Context: an optimization exercise on an open-source flow, tuned for small area and a short achievable clock period. The choices shown serve that exercise and are no tape-out recipe.
For this run, only the layout was checked, not whether the RTL still works.
Power is estimated from default activity; no workload was simulated.

### flow/constraint.sdc
create_clock -name core_clock -period 4.5 [get_ports {pclk}]
set_input_delay 0.9000 -clock core_clock [delete_from_list [all_inputs] [get_ports {pclk}]]
set_output_delay 0.9000 -clock core_clock [all_outputs]
set_load 0.01 [all_outputs]
### flow/design.v
module apb_ram_strb #(
  parameter int unsigned ADDR_WIDTH  = 10,
  parameter int unsigned DATA_WIDTH  = 32,
  parameter int unsigned RAM_DEPTH   = 128,
  parameter int unsigned WAIT_CYCLES = 0,
  parameter int unsigned RO_BASE     = 96
) (
  input  logic                      pclk,
  input  logic                      presetn,
  input  logic                      psel,
  input  logic                      penable,
  input  logic                      pwrite,
  input  logic [ADDR_WIDTH-1:0]     paddr,
  input  logic [DATA_WIDTH-1:0]     pwdata,
  input  logic [DATA_WIDTH/8-1:0]   pstrb,
  output logic [DATA_WIDTH-1:0]     prdata,
  output logic                      pready,
  output logic                      pslverr
);
  localparam int NR = 43;             
  localparam int NG = 6;              
  logic        idle_q;                
  logic        acc_q;                 
  logic        pready_q;              
  logic        pslverr_q;
  logic [31:0] prdata_q;
  logic [NR-1:0] rl_q;                
  logic [NR-1:0] rw_q;                
  logic [NG-1:0] grp_q;               
  logic          oor_q;               
  logic          write_q;
  logic [31:0]   wdata_q;
  logic [3:0]    strb_q;
  logic [1:0]  ph_q;
  logic [2:0]  pos_q;
  logic        c1_q;
  logic [3:0]  act_q;
  logic [3:0]  pag_q [NG];
  logic [31:0] wdp_q;
  wire setup   = idle_q & psel & ~penable;
  wire perform = acc_q & psel & penable;
  wire commit  = perform & write_q & ~oor_q & ~presetn;
  wire [6:0] widx = paddr[8:2];
  logic [NR-1:0] ring_l;
  logic [NG-1:0] grp_l;
  logic [1:0]    sub_l;
  always_comb begin
    ring_l = '0;
    grp_l  = '0;
    sub_l  = 2'd0;
    for (int i = 0; i < 128; i++) begin
      if (widx == 7'(i)) begin
        ring_l[i / 3]     = 1'b1;
        grp_l[i / 24]     = 1'b1;
        sub_l             = 2'(i % 3);
      end
    end
  end
  always_ff @(posedge pclk) begin
    if (idle_q) begin
      rl_q    <= ring_l;
      rw_q    <= ring_l & {NR{pwrite}};
      grp_q   <= grp_l;
      oor_q   <= paddr[9];
      write_q <= pwrite;
      wdata_q <= pwdata;
      strb_q  <= pstrb;
    end
  end
  always_ff @(posedge pclk) begin
    if (presetn) begin
      idle_q    <= 1'b1;
      acc_q     <= 1'b0;
      pready_q  <= 1'b0;
      pslverr_q <= 1'b0;
    end else begin
      idle_q    <= ~setup & ~perform;
      acc_q     <= setup;
      pready_q  <= perform;
      pslverr_q <= perform & oor_q;
    end
  end
  logic [1:0] nslot;
  always_comb begin
    case ({sub_l, ph_q})
      4'b00_00, 4'b01_10, 4'b10_01: nslot = 2'd1;
      4'b00_01, 4'b01_00, 4'b10_10: nslot = 2'd2;
      default:                      nslot = 2'd0;
    endcase
  end
  logic [3:0] act_d;
  logic [2:0] pos_r;                  
  logic [2:0] pos_d;
  assign act_d = commit ? strb_q : (c1_q ? act_q : 4'h0);
  assign pos_r = {pos_q[1:0], pos_q[2]};
  assign pos_d = idle_q ? (3'd1 << nslot) : pos_r;
  always_ff @(posedge pclk) begin
    ph_q  <= (ph_q == 2'd2) ? 2'd0 : ph_q + 2'd1;
    pos_q <= pos_d;
    c1_q  <= commit;
    act_q <= act_d;
    for (int g = 0; g < NG; g++) pag_q[g] <= act_d & {4{pos_r[2] & grp_q[g]}};
    wdp_q <= wdata_q & {{8{act_d[3]}}, {8{act_d[2]}}, {8{act_d[1]}}, {8{act_d[0]}}}
                     & {32{pos_r[2]}};
  end
  wire  [3:0]  pal = {4{commit & pos_q[2]}} & strb_q;
  wire  [31:0] wdl = wdata_q & {{8{pal[3]}}, {8{pal[2]}}, {8{pal[1]}}, {8{pal[0]}}};
  wire  [31:0] wde = wdp_q | wdl;
  logic [31:0]  m0 [NR];
  logic [31:0]  m1 [NR];
  logic [31:0]  m2 [NR];
  logic [31:0]  t0, t1, t2;
  generate
    for (genvar r = 0; r < NR; r++) begin : g_ring
      logic [3:0] nwe;
      assign nwe = ~({4{rw_q[r]}} & (pag_q[r / 8] | pal));
      always_ff @(posedge pclk) begin
        m1[r] <= m0[r];
        m2[r] <= m1[r];
        m0[r] <= (m2[r] & {{8{nwe[3]}}, {8{nwe[2]}}, {8{nwe[1]}}, {8{nwe[0]}}})
               | (wde & {32{rw_q[r]}});
      end
    end
  endgenerate
  always_comb begin
    t0 = '0;
    t1 = '0;
    t2 = '0;
    for (int r = 0; r < NR; r++) begin
      t0 = t0 | (m0[r] & {32{rl_q[r]}});
      t1 = t1 | (m1[r] & {32{rl_q[r]}});
      t2 = t2 | (m2[r] & {32{rl_q[r]}});
    end
  end
  wire rd_load = perform & ~write_q & ~oor_q & ~presetn;
  wire rd_hold = ~presetn & ~(perform & (oor_q | ~write_q));
  wire ld0     = rd_load & pos_q[0];
  wire ld1     = rd_load & pos_q[1];
  wire ld2     = rd_load & pos_q[2];
  always_ff @(posedge pclk)
    prdata_q <= (t0 & {32{ld0}}) | (t1 & {32{ld1}}) | (t2 & {32{ld2}})
              | (prdata_q & {32{rd_hold}});
  assign prdata  = prdata_q;
  assign pready  = pready_q;
  assign pslverr = pslverr_q;
endmodule
### flow/run.sh
#!/bin/bash
# synth_recipe.tcl (not shown) runs the flow's synth.tcl, then flattens the netlist and writes it again
# the make line also repeats each setting of config.mk as NAME=value (left out here)
make -C /OpenROAD-flow-scripts/flow DESIGN_CONFIG=/design/flow/config.mk WORK_HOME=/design/flow/orfs CLKGATE_MAP_FILE= SYNTH_SCRIPT=/design/flow/synth_recipe.tcl finish
### flow/config.mk
export PLATFORM = sky130hd
export DESIGN_NAME = apb_ram_strb
export DESIGN_NICKNAME = apb_ram_strb
export VERILOG_FILES = /design/flow/design.v
export SDC_FILE = /design/flow/constraint.sdc
export NUM_CORES = 4
export LEC_CHECK = 0
export CAP_MARGIN = 20
export CORE_MARGIN = 2
export CORE_UTILIZATION = 45
export CTS_CLUSTER_DIAMETER = 80
export CTS_CLUSTER_SIZE = 25
export PLACE_DENSITY = 0.55
export SETUP_SLACK_MARGIN = 2.1
export SLEW_MARGIN = 20
==> impl_metrics.env <==
export IMPL_status="no timing/DRC/antenna violations"
export IMPL_synthArstFlopShare_pct=0
export IMPL_setup_worst_path_start="rl_q[33]"
export IMPL_clkSinkCount=4360
export IMPL_drv_cap=0
export IMPL_drive_gt1_share_pct=14.1
export IMPL_period_needed_ps=2570
export IMPL_yosys_area_top_type="dfxtp_1"
export IMPL_p_seq_share_pct=60.6
export IMPL_synth_cell_types=71
export IMPL_critPathCaptureType="flip-flop"
export IMPL_power_leakage_nw=55.0
export IMPL_setup_slack_ps=1930
export IMPL_cts_root_buffer="clkbuf_16"
export IMPL_max_freq_mhz=389
export IMPL_syn_nets=9922
export IMPL_die_area_um2=288000
export IMPL_synth_edf_count=130
export IMPL_rr_worst_depth=8
export IMPL_slew_headroom_pct=13.1
export IMPL_dp_slack_ps=391
export IMPL_netlist_area_um2=127000
export IMPL_fillers=24200
export IMPL_cp_endpoint="prdata_q[26]"
export IMPL_htree_num_levels=4
export IMPL_layout_common_cells="dfxtp_1 (4,193), a22o_1 (1,660), a22oi_1 (1,265)"
export IMPL_ys_ff_latch=4360
export IMPL_ys_top_cells_by_area="dfxtp_1 (66%), a22o_1 (11%), a22oi_1 (8.0%), edfxtp_1 (3.1%), nand4_1 (2.0%)"
export IMPL_overflow=0
export IMPL_grt_max_degree=107
export IMPL_power_density_nw_per_um2=441
export IMPL_clk_pin_slew_worst_paths_ps=100
export IMPL_rsz0062_at_grt="yes"
export IMPL_fin_skew_ps=79.9
export IMPL_grt_pass1_wl_mm=865
export IMPL_initial_core_util_pct=45.2
export IMPL_required_ps=5340
export IMPL_arrival_ps=3410
export IMPL_report_final_setup_viol=0
export IMPL_hp_start="m1[13][15]"
export IMPL_firstDrtPassIters=10
export IMPL_power_frac_clock_pct=33.0
export IMPL_whs_path_depth=0
export IMPL_irDropWorstVdd_mv=0.307
export IMPL_syn_to_final_growth_pct=15.3
export IMPL_clk_path_buf_depth=4
export IMPL_layout_commonest_cell="dfxtp_1"
export IMPL_synthFlopType="dfxtp_1"
export IMPL_ant_nets=0
export IMPL_rrSetupSlack_ps=1930
export IMPL_yosysSeqAreaShare_pct=69.5
export IMPL_cp_max_fo=48
export IMPL_r2r_end="prdata_q[26]"
export IMPL_dp_hpwl_mm=379
export IMPL_tns_ps=0
export IMPL_die_w_um=536
export IMPL_cts_hold_buf=0
export IMPL_wire_per_inst_um=50.9
export IMPL_drt_wl_total_mm=711
export IMPL_start_kind="flip-flop"
export IMPL_hold_class="reg2reg"
export IMPL_grt_pass1_vias=95600
export IMPL_power_internal_w=0.0485
export IMPL_p_switching_w=0.0163
export IMPL_vias_per_cell=7.70
export IMPL_antenna_found_initial=64
export IMPL_fin_nets=10100
export IMPL_vias=107000
export IMPL_timing_rr_start="rl_q[33]"
export IMPL_numCtsBuffers=204
export IMPL_ioPinCount=85
export IMPL_synth_area_per_cell_um2=12.9
export IMPL_synth_top_area_share_pct=66.4
export IMPL_finalCritPeriodShare_pct=57.1
export IMPL_grtUsageTotal_pct=44.5
export IMPL_cts_tree="done"
export IMPL_insertion_delay_ps=990
export IMPL_coreArea_um2=282000
export IMPL_combinationalPowerShare_pct=6.4
export IMPL_drv_slew=0
export IMPL_switching_share_pct=25.2
export IMPL_finalHoldViolCount=0
export IMPL_port_buffers=82
export IMPL_drc=0
export IMPL_yosys_warnings=5
export IMPL_crit_type="reg2reg"
export IMPL_rows=195
export IMPL_synthCells=9868
export IMPL_worst_pin_slew_ps=1300
export IMPL_drtIter0Drc=20700
export IMPL_die_h_um=536
export IMPL_place_congestion=0.973
-- power by group through the flow --
| stage | registers [W] | logic (W) | clock network (W) |
|---|---|---|---|
| 6_report | 0.0392 | 0.00416 | 0.0214 |
| 5_1_grt | 0.0392 | 0.00379 | 0.0224 |
| 4_1_cts | 0.0392 | 0.00319 | 0.0210 |
| 3_5_place_dp | 0.0401 | 0.00273 | 0 |
| 3_3_place_gp | 0.0402 | 0.00269 | 0 |
| 2_1_floorplan | 0.0399 | 0.000933 | 0 |
-- routing by layer --
layer	share of wire, %	vias to the layer above	global-route usage [%]
met5	0.11	-	0.200
met4	9.4	42	31.7
met3	17	3282	18.1
met2	38	12000	59.5
met1	35	53400	57.5
li1	-	38700	-
-- per-stage QoR --
stage / power (W) / utilization (%) / cells / hold slack (ps) / area [um2]
detailed placement: 0.0429 / 47.7 / 13300 / 336 / 135000
floorplan: 0.0409 / - / 9868 / 330 / 128000
global placement: 0.0429 / 47.6 / 13300 / 332 / 134000
finish: 0.0648 / 52.1 / 14000 / 309 / 147000
CTS: 0.0634 / 51.0 / 13700 / 318 / 144000
global route: 0.0654 / 52.0 / 13900 / 331 / 147000
-- Yosys cell counts (all sizes together), types with 3 or more instances --
cell    count
a22oi    1354
nand4b      4
nor4       81
or4        21
o21ai      21
a222oi     96
and3       69
ha          3
nand3b      4
nor3       12
a22o     1660
or3b        5
and2        8
nand2b     12
clkbuf    550
a211o      15
o21a        7
nor2b       6
a221oi    285
nand4     407
or2        23
o221ai     18
or3         4
o31ai       3
a21oi      29
nand2     206
o32a        3
edfxtp    130
nor3b       5
nor2      140
buf       308
dfxtp    4230
a31oi      37
o32ai       5
a21o       34
o22ai      19
nand3      10
inv        10
xnor2       5
-- kinds of logic (layout without fill, tap and decap cells) --
group / Yosys count / after routing / synth area share, %
flip-flops: 4360 / 4360 / 69.5
AO/OA/AOI/OAI: 3600 / 3600 / 23.2
AND/OR/NAND/NOR: 1027 / 1027 / 4.43
buffers and inverters: 868 / 1090 / 2.78
XOR/XNOR: 7 / 7 / 0.0481
adder cells (fa/ha/maj): 3 / 3 / 0.0294
multiplexers: 3 / 3 / 0.0245
other: 0 / 125 / 0
-- worst max-delay path, stage by stage, from the launching register on --
cell and delay [ps]:
edfxtp_1 440, buf_4 180, buf_16 190, a22oi_2 300, nand4_1 140, or4_1 540, nor2_1 120, o22ai_1 110
a211o_1 290
-- cell type report --
type / count / area [um2] / share of cell area [%]
flip-flops and latches: 4360 / 88700 / 60.3
multi-input cells: 4640 / 37400 / 25.5
repair buffers: 836 / 10300 / 6.99
clock buffers: 227 / 5310 / 3.61
well taps: 3743 / 4680 / 3.19
diodes: 125 / 313 / 0.213
clock inverters: 17 / 272 / 0.185
inverters: 10 / 37.5 / 0.0255
-- worst min-delay path by stage --
stage | end | slack [ps]
floorplan | m1[4][30] | 330
global placement | m1[39][12] | 330
detailed placement | m2[14][7] | 340
CTS | m2[13][15] | 320
global route | m2[26][15] | 330
finish | m2[13][15] | 310
-- state kept, by name, indices dropped and copies added (netlist names), 4 cells and up --
register  cells
m0         1376
m1         1376
m2         1376
rl_q         43
rw_q         43
prdata_q     32
wdata_q      32
wdp_q        32
pag_q        24
grp_q         6
act_q         4
strb_q        4
-- repair_timing --
item                                    4_1_cts  5_1_grt
pin swaps                                    34       94
setup buffers                               102       84
resized for setup                           662      308
endpoints found under the setup margin     1462      590
gates cloned                                 25       55

## afterwards: timing with drivers on the ports
Ports are ideal in the flow. The routed layout listed here was re-timed in OpenROAD. Step 1 sets driving cells, clkbuf_16 on the clock port and buf_2 on the other inputs (assumed; they add their load-dependent delay and slew). Step 2 also shifts input and output timing later by t, the mid clock arrival at the registers, as if the neighbouring blocks saw the same clock. Slacks: ideal / step 1 / step 2; pairs: ideal / step 1.
t, ns: 1.056
slack for setup (ns): 1.928 / 1.865 / 1.188
worst setup path after step 2: input to register
worst data-port slew with drivers (ns): 0.04
After both steps this run still meets setup and hold. The setup slack of this run moves by -0.063 ns with the drivers and by -0.740 ns with both steps.
